This is an optimization exercise on Yosys and OpenROAD, whose aim is small area and few clock cycles per item, not a production implementation. Where RTL was checked, it was by simulation tests only, not by an equivalence proof against the original.

==> 12-18 <==
==> flow/design.v (excerpt) <==
module gaze_smoothed_zoom_crop_top (
	input  wire logic                                 clk,
	input  wire logic                                 arst_n,
	input  wire logic                                 gaze_valid,
	output wire logic                                 gaze_ready,
	input  wire logic signed [gszc_pkg::GAZE_W-1:0]   gaze_x,
	input  wire logic signed [gszc_pkg::GAZE_W-1:0]   gaze_y,
	input  wire logic                                 cfg_valid,
	output wire logic                                 cfg_ready,
	input  wire logic [gszc_pkg::CFG_IDX_W-1:0]       cfg_index,
	input  wire logic [gszc_pkg::CROP_W-1:0]          cfg_data,
	output wire logic                                 result_valid,
	input  wire logic                                 result_ready,
	output logic signed [gszc_pkg::GAZE_W-1:0]        result_center_x,
	output logic signed [gszc_pkg::GAZE_W-1:0]        result_center_y,
	output logic        [gszc_pkg::CROP_W-1:0]        result_crop_width,
	output logic        [gszc_pkg::CROP_W-1:0]        result_crop_height,
	output logic signed [gszc_pkg::CORNER_W-1:0]      result_corner_x,
	output logic signed [gszc_pkg::CORNER_W-1:0]      result_corner_y
);
	localparam int GW  = gszc_pkg::GAZE_W;
	localparam int CW  = gszc_pkg::CROP_W;
	localparam int KW  = gszc_pkg::CORNER_W;
	localparam int LEN = gszc_pkg::WINDOW_LEN;
	localparam int SW  = 17;                  
	localparam int MW  = 14;                  
	localparam int PW  = 19;                  
	localparam logic [SW-1:0] SBIAS = SW'(40960);
	logic [CW-1:0] min_w_q, max_w_q, min_h_q, max_h_q;
	assign cfg_ready = 1'b1;
	always_ff @(posedge clk or negedge arst_n) begin
		if (!arst_n) begin
			min_w_q <= CW'(gszc_pkg::MIN_CROP_W_RST);
			max_w_q <= CW'(gszc_pkg::MAX_CROP_W_RST);
			min_h_q <= CW'(gszc_pkg::MIN_CROP_H_RST);
			max_h_q <= CW'(gszc_pkg::MAX_CROP_H_RST);
		end else if (cfg_valid) begin
			case (cfg_index)
				gszc_pkg::CFG_MIN_CROP_WIDTH:  min_w_q <= cfg_data;
				gszc_pkg::CFG_MAX_CROP_WIDTH:  max_w_q <= cfg_data;
				gszc_pkg::CFG_MIN_CROP_HEIGHT: min_h_q <= cfg_data;
				gszc_pkg::CFG_MAX_CROP_HEIGHT: max_h_q <= cfg_data;
				default: ;
			endcase
		end
	end
	logic [CW:0]   df_w, df_h;
	logic          neg_w, neg_h;
  ...
Settings: LEC_CHECK=0, CAP_MARGIN=20, CORE_MARGIN=2, CORE_UTILIZATION=40, CTS_CLUSTER_DIAMETER=100, CTS_CLUSTER_SIZE=30, SLEW_MARGIN=20, SYNTH_HIERARCHICAL=1, SYNTH_MINIMUM_KEEP_SIZE=0; clock period 9.0 ns.
run.sh (not shown) runs the stock make flow with config.mk's settings and CLKGATE_MAP_FILE= SYNTH_SCRIPT=/design/flow/synth_recipe.tcl, a recipe that flattens the netlist after the stock synthesis.
==> 09-12: changes against 12-18 <==
--- a/flow/design.v
+++ b/flow/design.v
@@ -1182,13 +1182,33 @@
 	gszc_fa u_wmul_251 (.a(wmul_215), .b(wmul_174), .c(wmul_214), .s(wmul_251), .co(wmul_252));
 	wire wmul_253, wmul_254;
 	gszc_fa u_wmul_253 (.a(wmul_217), .b(wmul_178), .c(wmul_216), .s(wmul_253), .co(wmul_254));
 	wire wmul_255, wmul_256;
 	gszc_fa u_wmul_255 (.a(wmul_219), .b(wmul_182), .c(wmul_218), .s(wmul_255), .co(wmul_256));
-	wire [19:0] wmul_257 = {1'b0, wmul_255, wmul_253, wmul_251, wmul_249, wmul_247, wmul_245, wmul_243, wmul_241, wmul_239, wmul_237, wmul_235, wmul_233, wmul_231, wmul_229, wmul_227, wmul_225, wmul_223, wmul_221, (move_s2[0] & mag_w[0])} + {1'b0, wmul_254, wmul_252, wmul_250, wmul_248, wmul_246, wmul_244, wmul_242, wmul_240, wmul_238, wmul_236, wmul_234, wmul_232, wmul_230, wmul_228, wmul_226, wmul_224, wmul_222, (move_s2[1] & neg_w), (move_s2[0] & neg_w)};
-	assign p_w_b = wmul_257[18:0];
-	assign wmul_co = wmul_257[19];
+	wire wmul_257, wmul_258;
+	gszc_ha u_wmul_257 (.a((move_s2[0] & mag_w[0])), .b((move_s2[0] & neg_w)), .s(wmul_257), .co(wmul_258));
+	wire wmul_259, wmul_260;
+	gszc_fa u_wmul_259 (.a(wmul_221), .b((move_s2[1] & neg_w)), .c(wmul_258), .s(wmul_259), .co(wmul_260));
+	wire wmul_261, wmul_262;
+	gszc_fa u_wmul_261 (.a(wmul_223), .b(wmul_222), .c(wmul_260), .s(wmul_261), .co(wmul_262));
+	wire wmul_263, wmul_264;
+	gszc_fa u_wmul_263 (.a(wmul_225), .b(wmul_224), .c(wmul_262), .s(wmul_263), .co(wmul_264));
+	wire wmul_265, wmul_266;
+	gszc_fa u_wmul_265 (.a(wmul_227), .b(wmul_226), .c(wmul_264), .s(wmul_265), .co(wmul_266));
+	wire wmul_267, wmul_268;
+	gszc_fa u_wmul_267 (.a(wmul_229), .b(wmul_228), .c(wmul_266), .s(wmul_267), .co(wmul_268));
+	wire wmul_269, wmul_270;
+	gszc_fa u_wmul_269 (.a(wmul_231), .b(wmul_230), .c(wmul_268), .s(wmul_269), .co(wmul_270));
+	wire wmul_271, wmul_272;
+	gszc_fa u_wmul_271 (.a(wmul_233), .b(wmul_232), .c(wmul_270), .s(wmul_271), .co(wmul_272));
+	wire wmul_273, wmul_274;
+	gszc_fa u_wmul_273 (.a(wmul_235), .b(wmul_234), .c(wmul_272), .s(wmul_273), .co(wmul_274));
+	wire wmul_275, wmul_276;
+	gszc_fa u_wmul_275 (.a(wmul_237), .b(wmul_236), .c(wmul_274), .s(wmul_275), .co(wmul_276));
+	wire [9:0] wmul_277 = {1'b0, wmul_255, wmul_253, wmul_251, wmul_249, wmul_247, wmul_245, wmul_243, wmul_241, wmul_239} + {1'b0, wmul_254, wmul_252, wmul_250, wmul_248, wmul_246, wmul_244, wmul_242, wmul_240, wmul_238} + 10'(wmul_276);
+	assign p_w_b = {wmul_277[8], wmul_277[7], wmul_277[6], wmul_277[5], wmul_277[4], wmul_277[3], wmul_277[2], wmul_277[1], wmul_277[0], wmul_275, wmul_273, wmul_271, wmul_269, wmul_267, wmul_265, wmul_263, wmul_261, wmul_259, wmul_257};
+	assign wmul_co = wmul_277[9];
 	assign ovf_w_b = (move_s2[13] & mag_w[6]) | (move_s2[12] & mag_w[7]) | (move_s2[13] & mag_w[7]) | (move_s2[11] & mag_w[8]) | (move_s2[12] & mag_w[8]) | (move_s2[13] & mag_w[8]) | (move_s2[10] & mag_w[9]) | (move_s2[11] & mag_w[9]) | (move_s2[12] & mag_w[9]) | (move_s2[13] & mag_w[9]) | (move_s2[9] & mag_w[10]) | (move_s2[10] & mag_w[10]) | (move_s2[11] & mag_w[10]) | (move_s2[12] & mag_w[10]) | (move_s2[13] & mag_w[10]) | (move_s2[8] & mag_w[11]) | (move_s2[9] & mag_w[11]) | (move_s2[10] & mag_w[11]) | (move_s2[11] & mag_w[11]) | (move_s2[12] & mag_w[11]) | (move_s2[13] & mag_w[11]) | wmul_122 | wmul_124 | wmul_184 | wmul_186 | wmul_220 | wmul_256 | wmul_co;
 	wire hmul_co;
 	wire hmul_1, hmul_2;
 	gszc_ha u_hmul_1 (.a((move_s2[8] & mag_h[0])), .b((move_s2[7] & mag_h[1])), .s(hmul_1), .co(hmul_2));
 	wire hmul_3, hmul_4;
@@ -1443,13 +1463,33 @@
 	gszc_fa u_hmul_251 (.a(hmul_215), .b(hmul_174), .c(hmul_214), .s(hmul_251), .co(hmul_252));
 	wire hmul_253, hmul_254;
 	gszc_fa u_hmul_253 (.a(hmul_217), .b(hmul_178), .c(hmul_216), .s(hmul_253), .co(hmul_254));
 	wire hmul_255, hmul_256;
 	gszc_fa u_hmul_255 (.a(hmul_219), .b(hmul_182), .c(hmul_218), .s(hmul_255), .co(hmul_256));
-	wire [19:0] hmul_257 = {1'b0, hmul_255, hmul_253, hmul_251, hmul_249, hmul_247, hmul_245, hmul_243, hmul_241, hmul_239, hmul_237, hmul_235, hmul_233, hmul_231, hmul_229, hmul_227, hmul_225, hmul_223, hmul_221, (move_s2[0] & mag_h[0])} + {1'b0, hmul_254, hmul_252, hmul_250, hmul_248, hmul_246, hmul_244, hmul_242, hmul_240, hmul_238, hmul_236, hmul_234, hmul_232, hmul_230, hmul_228, hmul_226, hmul_224, hmul_222, (move_s2[1] & neg_h), (move_s2[0] & neg_h)};
-	assign p_h_b = hmul_257[18:0];
-	assign hmul_co = hmul_257[19];
+	wire hmul_257, hmul_258;
+	gszc_ha u_hmul_257 (.a((move_s2[0] & mag_h[0])), .b((move_s2[0] & neg_h)), .s(hmul_257), .co(hmul_258));
+	wire hmul_259, hmul_260;
+	gszc_fa u_hmul_259 (.a(hmul_221), .b((move_s2[1] & neg_h)), .c(hmul_258), .s(hmul_259), .co(hmul_260));
+	wire hmul_261, hmul_262;
+	gszc_fa u_hmul_261 (.a(hmul_223), .b(hmul_222), .c(hmul_260), .s(hmul_261), .co(hmul_262));
+	wire hmul_263, hmul_264;
+	gszc_fa u_hmul_263 (.a(hmul_225), .b(hmul_224), .c(hmul_262), .s(hmul_263), .co(hmul_264));
+	wire hmul_265, hmul_266;
+	gszc_fa u_hmul_265 (.a(hmul_227), .b(hmul_226), .c(hmul_264), .s(hmul_265), .co(hmul_266));
+	wire hmul_267, hmul_268;
+	gszc_fa u_hmul_267 (.a(hmul_229), .b(hmul_228), .c(hmul_266), .s(hmul_267), .co(hmul_268));
+	wire hmul_269, hmul_270;
+	gszc_fa u_hmul_269 (.a(hmul_231), .b(hmul_230), .c(hmul_268), .s(hmul_269), .co(hmul_270));
+	wire hmul_271, hmul_272;
+	gszc_fa u_hmul_271 (.a(hmul_233), .b(hmul_232), .c(hmul_270), .s(hmul_271), .co(hmul_272));
+	wire hmul_273, hmul_274;
+	gszc_fa u_hmul_273 (.a(hmul_235), .b(hmul_234), .c(hmul_272), .s(hmul_273), .co(hmul_274));
+	wire hmul_275, hmul_276;
+	gszc_fa u_hmul_275 (.a(hmul_237), .b(hmul_236), .c(hmul_274), .s(hmul_275), .co(hmul_276));
+	wire [9:0] hmul_277 = {1'b0, hmul_255, hmul_253, hmul_251, hmul_249, hmul_247, hmul_245, hmul_243, hmul_241, hmul_239} + {1'b0, hmul_254, hmul_252, hmul_250, hmul_248, hmul_246, hmul_244, hmul_242, hmul_240, hmul_238} + 10'(hmul_276);
+	assign p_h_b = {hmul_277[8], hmul_277[7], hmul_277[6], hmul_277[5], hmul_277[4], hmul_277[3], hmul_277[2], hmul_277[1], hmul_277[0], hmul_275, hmul_273, hmul_271, hmul_269, hmul_267, hmul_265, hmul_263, hmul_261, hmul_259, hmul_257};
+	assign hmul_co = hmul_277[9];
 	assign ovf_h_b = (move_s2[13] & mag_h[6]) | (move_s2[12] & mag_h[7]) | (move_s2[13] & mag_h[7]) | (move_s2[11] & mag_h[8]) | (move_s2[12] & mag_h[8]) | (move_s2[13] & mag_h[8]) | (move_s2[10] & mag_h[9]) | (move_s2[11] & mag_h[9]) | (move_s2[12] & mag_h[9]) | (move_s2[13] & mag_h[9]) | (move_s2[9] & mag_h[10]) | (move_s2[10] & mag_h[10]) | (move_s2[11] & mag_h[10]) | (move_s2[12] & mag_h[10]) | (move_s2[13] & mag_h[10]) | (move_s2[8] & mag_h[11]) | (move_s2[9] & mag_h[11]) | (move_s2[10] & mag_h[11]) | (move_s2[11] & mag_h[11]) | (move_s2[12] & mag_h[11]) | (move_s2[13] & mag_h[11]) | hmul_122 | hmul_124 | hmul_184 | hmul_186 | hmul_220 | hmul_256 | hmul_co;
 	always_ff @(posedge clk or negedge arst_n) begin
 		if (!arst_n) v_s3 <= 1'b0;
 		else if (rdy_s3) v_s3 <= v_s2;
 	end
==> summary of the runs <==
First-iteration DRC count: 09-12 is smaller than 12-18 (about 7%).
Area after synthesis is about the same in 09-12 and 12-18.
Of 09-12 and 12-18, 12-18 has the higher global-route usage (gap 0.084 points).
Between 09-12 and 12-18, the lower setup slack is in 12-18 (gap 0.14 ns).
Between 12-18 and 09-12, the lower non-clock buffer count is in 09-12 (gap 7).
==> figures <==
Inverters: 09-12 197; 12-18 200
Portion of netlist area occupied by mux cells: 09-12 1.85%; 12-18 1.57%
Layout Utilization: 09-12 44.7%; 12-18 44.8%
Average vias per placed instance: 09-12 5.07; 12-18 5.06
Register fraction of the total cell area: 09-12 31.6%; 12-18 31.5%
Xor/xnor cell area share of the yosys netlist: 09-12 4.05%; 12-18 4.29%
Slowest Stage Delay on Critical Path: 09-12 0.61 ns; 12-18 0.59 ns
Worst-Margin Slew: 09-12 1.08 ns; 12-18 1.15 ns
Detailed Place HPWL: 09-12 71800 um; 12-18 71900 um
Non-clk bufs: 09-12 187; 12-18 194
Cell area after placement: 09-12 46700 um^2; 12-18 46800 um^2
Run status: 09-12 timing/DRC/antenna clean; 12-18 timing/DRC/antenna clean
Multi-input gate area in the final layout: 09-12 27400 um^2; 12-18 27500 um^2
Sequential cell area: 09-12 15200 um^2; 12-18 15200 um^2
No run of this note included a check of the RTL's function; only the layout flow was run.

========
==> run a: inputs <==
Another version of the RTL of gaze_smoothed_zoom_crop_top (not shown whole).
==> flow/config.mk <==
export PLATFORM = sky130hd
export DESIGN_NAME = gaze_smoothed_zoom_crop_top
export DESIGN_NICKNAME = gaze_smoothed_zoom_crop_top
export VERILOG_FILES = /design/flow/design.v
export SDC_FILE = /design/flow/constraint.sdc
export NUM_CORES = 4
export LEC_CHECK = 0
export CAP_MARGIN = 20
export CORE_MARGIN = 2
export CORE_UTILIZATION = 40
export CTS_CLUSTER_DIAMETER = 100
export CTS_CLUSTER_SIZE = 30
export SLEW_MARGIN = 20
export SYNTH_HIERARCHICAL = 1
export SYNTH_MINIMUM_KEEP_SIZE = 0
==> flow/constraint.sdc <==
create_clock -name core_clock -period 9.0 [get_ports {clk}]
set_input_delay 1.8000 -clock core_clock [delete_from_list [all_inputs] [get_ports {clk}]]
set_output_delay 1.8000 -clock core_clock [all_outputs]
set_load 0.01 [all_outputs]
==> run b (differences from run a) <==
--- a/flow/design.v
+++ b/flow/design.v
@@ -349,14 +349,18 @@
 	wire xsum_75, xsum_76;
 	gszc_fa u_xsum_75 (.a(xsum_41), .b(xsum_40), .c(xsum_74), .s(xsum_75), .co(xsum_76));
 	wire xsum_77, xsum_78;
 	gszc_fa u_xsum_77 (.a(xsum_43), .b(xsum_42), .c(xsum_76), .s(xsum_77), .co(xsum_78));
 	wire xsum_79, xsum_80;
 	gszc_fa u_xsum_79 (.a(xsum_45), .b(xsum_44), .c(xsum_78), .s(xsum_79), .co(xsum_80));
-	wire [7:0] xsum_81 = {1'b0, xsum_59, xsum_57, xsum_55, xsum_53, xsum_51, xsum_49, xsum_47} + {1'b0, xsum_58, xsum_56, xsum_54, xsum_52, xsum_50, xsum_48, xsum_46} + 8'(xsum_80);
-	assign sum_x_n = {xsum_81[6], xsum_81[5], xsum_81[4], xsum_81[3], xsum_81[2], xsum_81[1], xsum_81[0], xsum_79, xsum_77, xsum_75, xsum_73, xsum_71, xsum_69, xsum_67, xsum_65, xsum_63, xsum_61};
+	wire xsum_81, xsum_82;
+	gszc_fa u_xsum_81 (.a(xsum_47), .b(xsum_46), .c(xsum_80), .s(xsum_81), .co(xsum_82));
+	wire xsum_83, xsum_84;
+	gszc_fa u_xsum_83 (.a(xsum_49), .b(xsum_48), .c(xsum_82), .s(xsum_83), .co(xsum_84));
+	wire [5:0] xsum_85 = {1'b0, xsum_59, xsum_57, xsum_55, xsum_53, xsum_51} + {1'b0, xsum_58, xsum_56, xsum_54, xsum_52, xsum_50} + 6'(xsum_84);
+	assign sum_x_n = {xsum_85[4], xsum_85[3], xsum_85[2], xsum_85[1], xsum_85[0], xsum_83, xsum_81, xsum_79, xsum_77, xsum_75, xsum_73, xsum_71, xsum_69, xsum_67, xsum_65, xsum_63, xsum_61};
 	wire ysum_1, ysum_2;
 	gszc_ha u_ysum_1 (.a(sum_y_q[0]), .b(gaze_y[0]), .s(ysum_1), .co(ysum_2));
 	wire ysum_3, ysum_4;
 	gszc_ha u_ysum_3 (.a(sum_y_q[1]), .b(gaze_y[1]), .s(ysum_3), .co(ysum_4));
 	wire ysum_5, ysum_6;
 	gszc_ha u_ysum_5 (.a(sum_y_q[2]), .b(gaze_y[2]), .s(ysum_5), .co(ysum_6));
@@ -431,14 +435,18 @@
 	wire ysum_75, ysum_76;
 	gszc_fa u_ysum_75 (.a(ysum_41), .b(ysum_40), .c(ysum_74), .s(ysum_75), .co(ysum_76));
 	wire ysum_77, ysum_78;
 	gszc_fa u_ysum_77 (.a(ysum_43), .b(ysum_42), .c(ysum_76), .s(ysum_77), .co(ysum_78));
 	wire ysum_79, ysum_80;
 	gszc_fa u_ysum_79 (.a(ysum_45), .b(ysum_44), .c(ysum_78), .s(ysum_79), .co(ysum_80));
-	wire [7:0] ysum_81 = {1'b0, ysum_59, ysum_57, ysum_55, ysum_53, ysum_51, ysum_49, ysum_47} + {1'b0, ysum_58, ysum_56, ysum_54, ysum_52, ysum_50, ysum_48, ysum_46} + 8'(ysum_80);
-	assign sum_y_n = {ysum_81[6], ysum_81[5], ysum_81[4], ysum_81[3], ysum_81[2], ysum_81[1], ysum_81[0], ysum_79, ysum_77, ysum_75, ysum_73, ysum_71, ysum_69, ysum_67, ysum_65, ysum_63, ysum_61};
+	wire ysum_81, ysum_82;
+	gszc_fa u_ysum_81 (.a(ysum_47), .b(ysum_46), .c(ysum_80), .s(ysum_81), .co(ysum_82));
+	wire ysum_83, ysum_84;
+	gszc_fa u_ysum_83 (.a(ysum_49), .b(ysum_48), .c(ysum_82), .s(ysum_83), .co(ysum_84));
+	wire [5:0] ysum_85 = {1'b0, ysum_59, ysum_57, ysum_55, ysum_53, ysum_51} + {1'b0, ysum_58, ysum_56, ysum_54, ysum_52, ysum_50} + 6'(ysum_84);
+	assign sum_y_n = {ysum_85[4], ysum_85[3], ysum_85[2], ysum_85[1], ysum_85[0], ysum_83, ysum_81, ysum_79, ysum_77, ysum_75, ysum_73, ysum_71, ysum_69, ysum_67, ysum_65, ysum_63, ysum_61};
 	always_ff @(posedge clk or negedge arst_n) begin
 		if (!arst_n) begin
 			sum_x_q <= SBIAS;
 			sum_y_q <= SBIAS;
 			fill_q  <= '0;
 			v_s1    <= 1'b0;
@@ -1686,14 +1694,80 @@
 	wire hdiv_161, hdiv_162;
 	gszc_fa u_hdiv_161 (.a(hdiv_117), .b(hdiv_116), .c(hdiv_160), .s(hdiv_161), .co(hdiv_162));
 	wire hdiv_163, hdiv_164;
 	gszc_fa u_hdiv_163 (.a(hdiv_119), .b(hdiv_118), .c(hdiv_162), .s(hdiv_163), .co(hdiv_164));
 	wire [18:0] hdiv_165 = {1'b0, 1'b1, hdiv_153, hdiv_151, hdiv_149, hdiv_147, hdiv_145, hdiv_143, hdiv_141, hdiv_139, hdiv_137, hdiv_135, hdiv_133, hdiv_131, hdiv_129, hdiv_127, hdiv_125, hdiv_123, hdiv_121} + {1'b0, hdiv_154, hdiv_152, hdiv_150, hdiv_148, hdiv_146, hdiv_144, hdiv_142, hdiv_140, hdiv_138, hdiv_136, hdiv_134, hdiv_132, hdiv_130, hdiv_128, hdiv_126, hdiv_124, hdiv_122, hdiv_120} + 19'(hdiv_164);
 	assign q_h = {hdiv_165[17], hdiv_165[16], hdiv_165[15], hdiv_165[14], hdiv_165[13], hdiv_165[12], hdiv_165[11], hdiv_165[10], hdiv_165[9], hdiv_165[8], hdiv_165[7], hdiv_165[6], hdiv_165[5]};
-	assign t_w = neg_w ? {2'b0, max_w_q} - {1'b0, q_w} : {2'b0, max_w_q} + {1'b0, q_w};
-	assign t_h = neg_h ? {2'b0, max_h_q} - {1'b0, q_h} : {2'b0, max_h_q} + {1'b0, q_h};
+	wire wcl_1, wcl_2;
+gszc_ha u_wcl_1 (.a(max_w_q[0]), .b((q_w[0] ^ neg_w)), .s(wcl_1), .co(wcl_2));
+wire wcl_3, wcl_4;
+gszc_ha u_wcl_3 (.a(max_w_q[1]), .b((q_w[1] ^ neg_w)), .s(wcl_3), .co(wcl_4));
+wire wcl_5, wcl_6;
+gszc_ha u_wcl_5 (.a(max_w_q[2]), .b((q_w[2] ^ neg_w)), .s(wcl_5), .co(wcl_6));
+wire wcl_7, wcl_8;
+gszc_ha u_wcl_7 (.a(max_w_q[3]), .b((q_w[3] ^ neg_w)), .s(wcl_7), .co(wcl_8));
+wire wcl_9, wcl_10;
+gszc_ha u_wcl_9 (.a(max_w_q[4]), .b((q_w[4] ^ neg_w)), .s(wcl_9), .co(wcl_10));
+wire wcl_11, wcl_12;
+gszc_ha u_wcl_11 (.a(max_w_q[5]), .b((q_w[5] ^ neg_w)), .s(wcl_11), .co(wcl_12));
+wire wcl_13, wcl_14;
+gszc_ha u_wcl_13 (.a(max_w_q[6]), .b((q_w[6] ^ neg_w)), .s(wcl_13), .co(wcl_14));
+wire wcl_15, wcl_16;
+gszc_ha u_wcl_15 (.a(max_w_q[7]), .b((q_w[7] ^ neg_w)), .s(wcl_15), .co(wcl_16));
+wire wcl_17, wcl_18;
+gszc_ha u_wcl_17 (.a(max_w_q[8]), .b((q_w[8] ^ neg_w)), .s(wcl_17), .co(wcl_18));
+wire wcl_19, wcl_20;
+gszc_ha u_wcl_19 (.a(max_w_q[9]), .b((q_w[9] ^ neg_w)), .s(wcl_19), .co(wcl_20));
+wire wcl_21, wcl_22;
+gszc_ha u_wcl_21 (.a(max_w_q[10]), .b((q_w[10] ^ neg_w)), .s(wcl_21), .co(wcl_22));
+wire wcl_23, wcl_24;
+gszc_ha u_wcl_23 (.a(max_w_q[11]), .b((q_w[11] ^ neg_w)), .s(wcl_23), .co(wcl_24));
+wire wcl_25, wcl_26;
+gszc_ha u_wcl_25 (.a(wcl_1), .b(neg_w), .s(wcl_25), .co(wcl_26));
+wire wcl_27, wcl_28;
+gszc_fa u_wcl_27 (.a(wcl_3), .b(wcl_2), .c(wcl_26), .s(wcl_27), .co(wcl_28));
+wire wcl_29, wcl_30;
+gszc_fa u_wcl_29 (.a(wcl_5), .b(wcl_4), .c(wcl_28), .s(wcl_29), .co(wcl_30));
+wire wcl_31, wcl_32;
+gszc_fa u_wcl_31 (.a(wcl_7), .b(wcl_6), .c(wcl_30), .s(wcl_31), .co(wcl_32));
+wire [10:0] wcl_33 = {1'b0, neg_w, (q_w[12] ^ neg_w), wcl_23, wcl_21, wcl_19, wcl_17, wcl_15, wcl_13, wcl_11, wcl_9} + {1'b0, 1'b0, wcl_24, wcl_22, wcl_20, wcl_18, wcl_16, wcl_14, wcl_12, wcl_10, wcl_8} + 11'(wcl_32);
+assign t_w = {wcl_33[9], wcl_33[8], wcl_33[7], wcl_33[6], wcl_33[5], wcl_33[4], wcl_33[3], wcl_33[2], wcl_33[1], wcl_33[0], wcl_31, wcl_29, wcl_27, wcl_25};
+	wire hcl_1, hcl_2;
+gszc_ha u_hcl_1 (.a(max_h_q[0]), .b((q_h[0] ^ neg_h)), .s(hcl_1), .co(hcl_2));
+wire hcl_3, hcl_4;
+gszc_ha u_hcl_3 (.a(max_h_q[1]), .b((q_h[1] ^ neg_h)), .s(hcl_3), .co(hcl_4));
+wire hcl_5, hcl_6;
+gszc_ha u_hcl_5 (.a(max_h_q[2]), .b((q_h[2] ^ neg_h)), .s(hcl_5), .co(hcl_6));
+wire hcl_7, hcl_8;
+gszc_ha u_hcl_7 (.a(max_h_q[3]), .b((q_h[3] ^ neg_h)), .s(hcl_7), .co(hcl_8));
+wire hcl_9, hcl_10;
+gszc_ha u_hcl_9 (.a(max_h_q[4]), .b((q_h[4] ^ neg_h)), .s(hcl_9), .co(hcl_10));
+wire hcl_11, hcl_12;
+gszc_ha u_hcl_11 (.a(max_h_q[5]), .b((q_h[5] ^ neg_h)), .s(hcl_11), .co(hcl_12));
+wire hcl_13, hcl_14;
+gszc_ha u_hcl_13 (.a(max_h_q[6]), .b((q_h[6] ^ neg_h)), .s(hcl_13), .co(hcl_14));
+wire hcl_15, hcl_16;
+gszc_ha u_hcl_15 (.a(max_h_q[7]), .b((q_h[7] ^ neg_h)), .s(hcl_15), .co(hcl_16));
+wire hcl_17, hcl_18;
+gszc_ha u_hcl_17 (.a(max_h_q[8]), .b((q_h[8] ^ neg_h)), .s(hcl_17), .co(hcl_18));
+wire hcl_19, hcl_20;
+gszc_ha u_hcl_19 (.a(max_h_q[9]), .b((q_h[9] ^ neg_h)), .s(hcl_19), .co(hcl_20));
+wire hcl_21, hcl_22;
+gszc_ha u_hcl_21 (.a(max_h_q[10]), .b((q_h[10] ^ neg_h)), .s(hcl_21), .co(hcl_22));
+wire hcl_23, hcl_24;
+gszc_ha u_hcl_23 (.a(max_h_q[11]), .b((q_h[11] ^ neg_h)), .s(hcl_23), .co(hcl_24));
+wire hcl_25, hcl_26;
+gszc_ha u_hcl_25 (.a(hcl_1), .b(neg_h), .s(hcl_25), .co(hcl_26));
+wire hcl_27, hcl_28;
+gszc_fa u_hcl_27 (.a(hcl_3), .b(hcl_2), .c(hcl_26), .s(hcl_27), .co(hcl_28));
+wire hcl_29, hcl_30;
+gszc_fa u_hcl_29 (.a(hcl_5), .b(hcl_4), .c(hcl_28), .s(hcl_29), .co(hcl_30));
+wire hcl_31, hcl_32;
+gszc_fa u_hcl_31 (.a(hcl_7), .b(hcl_6), .c(hcl_30), .s(hcl_31), .co(hcl_32));
+wire [10:0] hcl_33 = {1'b0, neg_h, (q_h[12] ^ neg_h), hcl_23, hcl_21, hcl_19, hcl_17, hcl_15, hcl_13, hcl_11, hcl_9} + {1'b0, 1'b0, hcl_24, hcl_22, hcl_20, hcl_18, hcl_16, hcl_14, hcl_12, hcl_10, hcl_8} + 11'(hcl_32);
+assign t_h = {hcl_33[9], hcl_33[8], hcl_33[7], hcl_33[6], hcl_33[5], hcl_33[4], hcl_33[3], hcl_33[2], hcl_33[1], hcl_33[0], hcl_31, hcl_29, hcl_27, hcl_25};
 	assign cw_c = neg_w ? ((ovf_w_s3 || t_w[CW+1]) ? '0 : t_w[CW-1:0])
 	                    : ((ovf_w_s3 || t_w[CW+1] || t_w[CW]) ? {CW{1'b1}} : t_w[CW-1:0]);
 	assign ch_c = neg_h ? ((ovf_h_s3 || t_h[CW+1]) ? '0 : t_h[CW-1:0])
 	                    : ((ovf_h_s3 || t_h[CW+1] || t_h[CW]) ? {CW{1'b1}} : t_h[CW-1:0]);
 	always_ff @(posedge clk or negedge arst_n) begin
 		if (!arst_n) v_s4 <= 1'b0;
==> qor summary <==
| quantity | run b | run a |
|---|---|---|
| Area used by multi-input combinational logic | 25,800 um^2 | 26,200 um^2 |
| Capture point of the critical path | ch_s4[7]$_DFFE_PP_ | ch_s4[1]$_DFFE_PP_ |
| Utilization after layout | 44.2% | 44.4% |
| Total wire length | 83.2 mm | 86.8 mm |
| Number of antenna violations at the first check in global routing | 1 | 4 |
| Cell area after placement | 45,400 um^2 | 45,800 um^2 |
| Final Cycle Share | 96.0% | 93.6% |
| Cells resized by post-CTS repair | 4 | 0 |
| Number of buffers inserted during clock tree synthesis | 27 | 29 |
| Status | timing/DRC/antenna clean | timing/DRC/antenna clean |
| Met1 Wirelength | 37.7 mm | 40.3 mm |
| Final estimated routing congestion in global placement | 0.815 | 0.831 |
| Vias/cell | 4.94 | 5.03 |
| Data required time of the worst path | 9.37 ns | 9.36 ns |
| Die Wd | 329 um | 331 um |
| Launch instance of the worst register-to-register path | p_h_s3[3]$_DFFE_PP_ | p_h_s3[8]$_DFFE_PP_ |
Testbench counts of run a, summed over its fixed seeds: cycles 9,632, items 9,528.
Testbench counts of run b, summed over its fixed seeds: cycles 9,632, items 9,528.

afterwards: timing with drivers on the ports:
No port has a modelled driver above. Below, the same layouts with a new extraction and two added sets of constraints. Step 1 assumes that a clkbuf_16 drives the clock port and a buf_2 every other input. Step 2 times the ports against the registers' clock, not the clock port: input delays grow and output delays shrink by t, the midpoint of the rising clock arrivals with the driver on. a / b / c = ideal ports / drivers / drivers and shift; a / b = the first two.
| run | shift t [ns] | setup slack, ns | latest minus earliest clock arrival (ns) | worst register clock-pin slew, ns | pins driven straight from the clock port |
|---|---|---|---|---|---|
| 12-18 | 0.712 | 0.259 / 0.259 / 0.259 | 0.045 / 0.044 | 0.11 / 0.11 | 1 |
| 09-12 | 0.698 | 0.395 / 0.395 / 0.395 | 0.043 / 0.043 | 0.11 / 0.11 | 1 |
| run a | 0.697 | 0.572 / 0.572 / 0.470 | 0.033 / 0.034 | 0.11 / 0.11 | 1 |
| run b | 0.679 | 0.363 / 0.363 / 0.091 | 0.038 / 0.038 | 0.12 / 0.12 | 1 |
After both steps every run listed still meets setup and hold. The setup slack of run b, which loses most, moves by 0.000 ns with the drivers and by -0.272 ns with both steps.
